What follows belongs to an exercise in optimizing a design on an open flow for small area; a production flow would make more cautious choices. Only simulation tests tie the RTL to the original design; equivalence was not proved.

==> flow/design.v, too long to show whole: its modules and the start of the top module <==
// module fc_neuron_16: 1966 lines
// module full_add: 10 lines
// module half_add: 9 lines
module fc_neuron_16 (
	input logic clk,
	input logic rst,
	input logic valid_in,
	input logic [255:0] data_in,
	output logic [15:0] data_out,
	output logic valid_out
);
  // ...
==> flow/flow/run.sh <==
#!/bin/bash
set -euo pipefail
export BUFFER_PORTS_ARGS="-buffer_cell sky130_fd_sc_hd__buf_1"
bash standard.sh > standard.log 2>&1
==> flow/standard.sh <==
#!/bin/bash
# synth_recipe.tcl (not shown) runs the flow's synth.tcl, then flattens the netlist and writes it again
# the make line also repeats each setting of config.mk as NAME=value (left out here)
make -C /OpenROAD-flow-scripts/flow DESIGN_CONFIG=/design/flow/config.mk WORK_HOME=/design/flow/orfs CLKGATE_MAP_FILE= SYNTH_SCRIPT=/design/flow/synth_recipe.tcl "${@:-finish}"
==> flow/config.mk <==
export PLATFORM = sky130hd
export DESIGN_NAME = fc_neuron_16
export DESIGN_NICKNAME = fc_neuron_16
export VERILOG_FILES = /design/flow/design.v
export SDC_FILE = /design/flow/constraint.sdc
export NUM_CORES = 4
export LEC_CHECK = 0
export CAP_MARGIN = 20
export CORE_MARGIN = 2
export CORE_UTILIZATION = 40
export CTS_BUF_LIST = sky130_fd_sc_hd__clkbuf_4 sky130_fd_sc_hd__clkbuf_8
export CTS_CLUSTER_DIAMETER = 200
export CTS_CLUSTER_SIZE = 40
export GPL_TIMING_DRIVEN = 0
export SETUP_SLACK_MARGIN = 0.05
export SLEW_MARGIN = 20
export SYNTH_HIERARCHICAL = 1
==> flow/constraint.sdc <==
create_clock -name core_clock -period 8.0 [get_ports {clk}]
set_input_delay 1.6000 -clock core_clock [delete_from_list [all_inputs] [get_ports {clk}]]
set_output_delay 1.6000 -clock core_clock [all_outputs]
set_load 0.01 [all_outputs]
==> impl.org, run 1 <==
** Status
- Outcome :: timing/DRC/antenna clean

** Routing
- In the final routing, the length of wire on met1 measures 23900 µm.
- Across all layers, the routed design uses 10562 vias.
- Detailed-router iteration count before antenna repair :: 5
- Starting DRT DRC Count :: 705

** Yosys
- List of most frequent post-synthesis cells :: 783 x fa_1, 196 x inv_1, 69 x dfxtp_1
- Synthesis inferred around 70 register bits.
- Dominant combinational cell family by area after synthesis :: adder cells
- Share of the synthesized area in compound gates (AO/OA/AOI/OAI) :: 0.0111
- Most frequent cell after synthesis :: fa_1
- The number of different library cells used by synthesis comes to 27.
- Of the total synthesized cell area, the portion taken by XOR and XNOR cells is 0.
- Avg Inst Size Synth :: 16.4 µm²
- Adder-Cell Fraction of Synth Area :: 0.868

** Finish
- Layout area overhead :: 11.7%
- The fraction of final cell area spent on clock buffers and inverters in this run is 0.0121.
- Fraction of standard cell area in multi-input logic :: 0.796
- Registers represent a cell area share of 0.0662.
- Most frequent cells in the layout :: 763 x fa_1, 261 x buf_1, 196 x inv_1, 69 x dfxtp_1, 42 x ha_1
- Final core utilization :: 0.450

** Floorplanning
- Count of pins on the block boundary :: 276
- Row generation in the floorplan step produced 79 rows.

** Worst setup path
- In this run the critical register-to-register path is launched from s1_10_0_q.
- STA puts the critical path data arrival time at a little over 8 ns.
- Counting both buffers and inverters, the worst setup path holds a total of 1.
- The largest individual stage delay along the critical path comes from the cell fa_1.

** Global route
- Antenna violations before repair :: 0
- Vias in the first global route :: 12517

** Min path
- The worst hold path begins at valid_q.
- The min-delay analysis places its worst path in the category register to register.

** Placed design
- Placed inst area :: 20500 µm²

** CTS
- The clock passes through at most 2 buffers.
==> run 2: changes to the inputs <==
--- a/flow/config.mk
+++ b/flow/config.mk
@@ -9,8 +9,6 @@
 export CORE_MARGIN = 2
 export CORE_UTILIZATION = 40
 export CTS_BUF_LIST = sky130_fd_sc_hd__clkbuf_4 sky130_fd_sc_hd__clkbuf_8
-export CTS_CLUSTER_DIAMETER = 200
-export CTS_CLUSTER_SIZE = 40
 export GPL_TIMING_DRIVEN = 0
 export SETUP_SLACK_MARGIN = 0.05
 export SLEW_MARGIN = 20
==> impl.org, run 2 <==
** Worst setup path
- Highest fanout seen on the critical path :: 3 (unchanged)
- The endpoint arrival time on the critical path is 8.08 ns (about the same).
- Startpoint kind of the worst setup timing path :: input pin (unchanged)
- FF-to-FF path depth :: 22 (unchanged)
- The termination of the worst setup path is s1_18_1_q (unchanged).
- The origin of the critical flop-to-flop path was s1_10_0_q (unchanged).
- The data required time at the worst endpoint is 8.24 ns (about the same).
- Start point of the critical path :: data_in[164] (unchanged)
- The setup slack on the worst flop-to-flop path is 2.45 ns (about the same).
- Crit. End Element :: register (unchanged)
- The kind of critical path is input pin to register (unchanged).
- Reg-to-reg critical path endpoint :: data_out[2] (unchanged)

** Routing
- Drt wl/cell :: 32.4 µm (unchanged)
- Detailed-route DRC error count :: 0 (unchanged)
- Starting DRT DRC Count :: 705 (unchanged)
- The detailed-routing iteration count for the pre-antenna-repair pass is 5 (unchanged).
- The wire length reported by the detailed router was 66200 µm (unchanged).
- The detailed-route via count came to 10562 (unchanged).
- Vias per std cell :: 5.17 (unchanged)
- The remaining number of nets flagged by the antenna check after routing was 0 (unchanged).

** STA
- The maximum clock frequency came to 0.128 GHz (unchanged).
- Worst hold slack :: 0.445 ns (unchanged)
- Final hold violation count :: 0 (unchanged)
- Number of max-slew violations in the final report :: 0 (unchanged)
- The worst-case headroom to the max-slew limit is 0.462 (unchanged).
- Setup repair after global routing missed its margin :: yes (unchanged)
- The total negative slack was 0 ns (unchanged).
- Final period util :: 0.980 (unchanged)
- The transition time at the pin with the least slew margin was 0.808 ns (unchanged).
- The clock tree skew after final layout is 0.0112 ns (unchanged).
- Final period demand of the worst path :: 7.84 ns (unchanged)
- Count of final setup violators :: 0 (unchanged)

** Global route
- First-pass GRT wire length :: 90300 µm (unchanged)
- GRT Resource Usage Total :: 0.290 (unchanged)
- Vias in the first global route :: 12517 (unchanged)
- Antenna violations before repair :: 0 (unchanged)
- Pin count of the biggest net entering global routing :: 13 (unchanged)
- Grt ovf :: 0 (unchanged)

** Yosys
- Most frequent cell after synthesis :: fa_1 (unchanged)
- Cell variety after synth :: 27 (unchanged)
- Number of enable-type register cells in the synthesized netlist :: 0 (unchanged)
- List of most frequent post-synthesis cells :: 783 x fa_1, 196 x inv_1, 69 x dfxtp_1 (unchanged)
- Share of the synthesized area in the top cell type :: 0.839 (unchanged)
- Top cells by area in the synthesized netlist: fa_1 84%, dfxtp_1 7.4%, inv_1 3.9%, ha_1 2.8%, o21a_1 0.36% (unchanged).
- The prevailing post-synth register cell is dfxtp_1 (unchanged).
- The number of storage elements in the synthesis netlist is 69 (unchanged).
- The synthesized area per cell was 16.4 µm² (unchanged).
- The leading area contributor after synthesis was fa_1 (unchanged).
- Syn Std Cell Area :: 18700 µm² (unchanged)
- The total of warnings raised by yosys came to 7 (unchanged).
- Sequential cell area fraction in the yosys report :: 0.0740 (unchanged)
- The synthesized netlist net count came to 2221 (unchanged).
- Gate count of the mapped netlist :: 1137 (unchanged)
- The async set or reset register ratio after synthesis was 0 (unchanged).

** Run
- The max-capacitance violation count is 0 (unchanged).

** Finish
- Largest Register :: data_out (unchanged)
- The final non-filler cell total was 2042 (unchanged).
- The filler cell count was 4237 (unchanged).
- Commonest non-fill, non-tap cell in the layout :: fa_1 (unchanged)
- Layout area overhead :: 11.7% (unchanged)
- Most frequent cells in the layout: 763 x fa_1, 261 x buf_1, 196 x inv_1, 69 x dfxtp_1, 42 x ha_1 (unchanged).
- The number of antenna cells inserted is 0 (unchanged).
- Nets :: 2514 (unchanged)
- The flip-flop count of the largest register after layout was 16 (unchanged).
- The share of layout cells above drive strength 1 came to 0.0460 (unchanged).

** CTS
- The maximum count of clock buffers along a single path came to 2 (unchanged).
- CTS Root Cell :: clkbuf_8 (unchanged)
- The clock sink total was 69 (unchanged).
- The count of H-tree levels built during CTS is 3 (unchanged).
- The clock-pin slew of the registers on the worst-case setup and hold paths came to 0.08 ns (about the same).
- The CTS buffer count came to 9 (unchanged).
- Count of hold buffers inserted by post-cts repair :: 0 (unchanged)
- The clock tree from TritonCTS was built (unchanged).
- Clock network latency to the later pin of the worst-skew pair :: 0.36 ns (about the same)

** Floorplanning
- The area enclosed by the die boundary came to 48400 µm² (unchanged).
- Overall die width :: 220 µm (unchanged)
- The initial standard-cell utilization of the core was 0.403 (unchanged).
- Floorplan die height :: 220 µm (unchanged)
- The boundary pin count was 276 (unchanged).
- Floorplan core area :: 46400 µm² (unchanged)
- Floorplan row count :: 79 (unchanged)

** Placed design
- DP HPWL :: 64400 µm (unchanged)
- Number of placed instances with taps included :: 2019 (unchanged)
- The number of I/O port buffers is 275 (unchanged).
- Routability congestion estimate from global placement :: 1.02 (unchanged)

** Status
- Outcome :: timing/DRC/antenna clean (unchanged)

** Min path
- Hold WC Path Type :: register to register (unchanged)
- The hold path startpoint is valid_q (unchanged).
run 2: cell counts in the layout (fill, tap and decap cells not counted):
Identical to the previous run, type by type.
run 2: critical path, cell delays in order:
cell   delay [ns]
buf_1        0.41
fa_1         0.61
fa_1         0.47
ha_1         0.20
fa_1         0.37
fa_1         0.65
fa_1         0.50
fa_1         0.41
fa_1         0.46
fa_1         0.54
fa_1         0.44
fa_1         0.48
fa_1         0.51
fa_1         0.41
run 2: how the worst min path moves through the flow:
stage	to	slack [ns]	cells after the start
after global routing	valid_out	0.46	1
after floorplan	valid_out	0.41	1
final	valid_out	0.44	1
after detailed placement	valid_out	0.43	1
after global placement	valid_out	0.42	1
after CTS	valid_out	0.45	1
run 2: logic make-up after synthesis:
kind of cell | Yosys count | synth area share
compound gates | 28 | 0.0111
fa+ha+maj | 826 | 0.868
buf+inv | 198 | 0.0403
flops | 69 | 0.0740
mux | 4 | 0.00221
simple gates | 12 | 0.00442
run 2: repair_timing:
action / in CTS / in global routing
pin swaps: 4 / 6
endpoints found under the setup margin: 1 / 3
buffers inserted: 2 / 5
resized for setup: 13 / 23
run 2: stage by stage:
stage	worst slack [ns]	util	cell area, µm²
global placement	-1.49	0.442	20500
floorplan	0.151	-	18700
finish	0.157	0.450	20900
detailed placement	-1.29	0.442	20500
CTS	0.0696	0.448	20800
global route	0.0357	0.450	20900
run 2: Yosys stat by module (local to each module, per instance):
module / flops+latches / cells / copies in the design / area [µm²]
fc_neuron_16: 69 / 325 / 1 / 2640
full_add: 0 / 1 / 783 / 20.0
half_add: 0 / 1 / 29 / 12.5
run 2: routing by layer:
layer  up-vias  part of all wire  GRT usage
li1       3914                 -          -
met1      5960              0.36      0.360
met2       560              0.50      0.479
met3       128             0.084     0.0794
met4         0             0.053      0.124
met5         -                 0          0
run 2: cell type report:
cell class	count	area (µm²)	share of cell area
Multi-Input combinational cell	870	16600	0.796
Sequential cell	69	1380	0.0662
Timing Repair Buffer	282	1100	0.0528
Clock inverter	5	106	0.00510
Inverter	196	736	0.0353
Buffer	2	16.3	0.000780
Tap cell	607	759	0.0364
Clock buffer	11	145	0.00696

[static timing again, ports no longer ideal]
Ports are ideal in the flow. The routed layouts listed here were re-timed in OpenROAD.
Step 1 sets driving cells, clkbuf_16 on the clock port and buf_2 on the other inputs (assumed; they add their load-dependent delay and slew).
Step 2, shift: input delay + t, output delay - t, t = (earliest + latest rising clock arrival at the registers) / 2. This alone moves slack from input paths to output paths.
Three values: ideal, step 1, step 2; two values: the first two.
| run | t, ns | slack for setup (ns) | hold WS [ns] | worst data-port slew with drivers (ns) | cell pins on the clock port's net |
|---|---|---|---|---|---|
| run 1 | 0.394 | 0.157 / 0.165 / -0.228 | 0.445 / 0.445 / 0.445 | 0.08 | 1 |
| run 2 | 0.394 | 0.157 / 0.165 / -0.228 | 0.445 / 0.445 / 0.445 | 0.08 | 1 |
Met with ideal ports but missed after step 2: setup timing in run 1 and run 2.
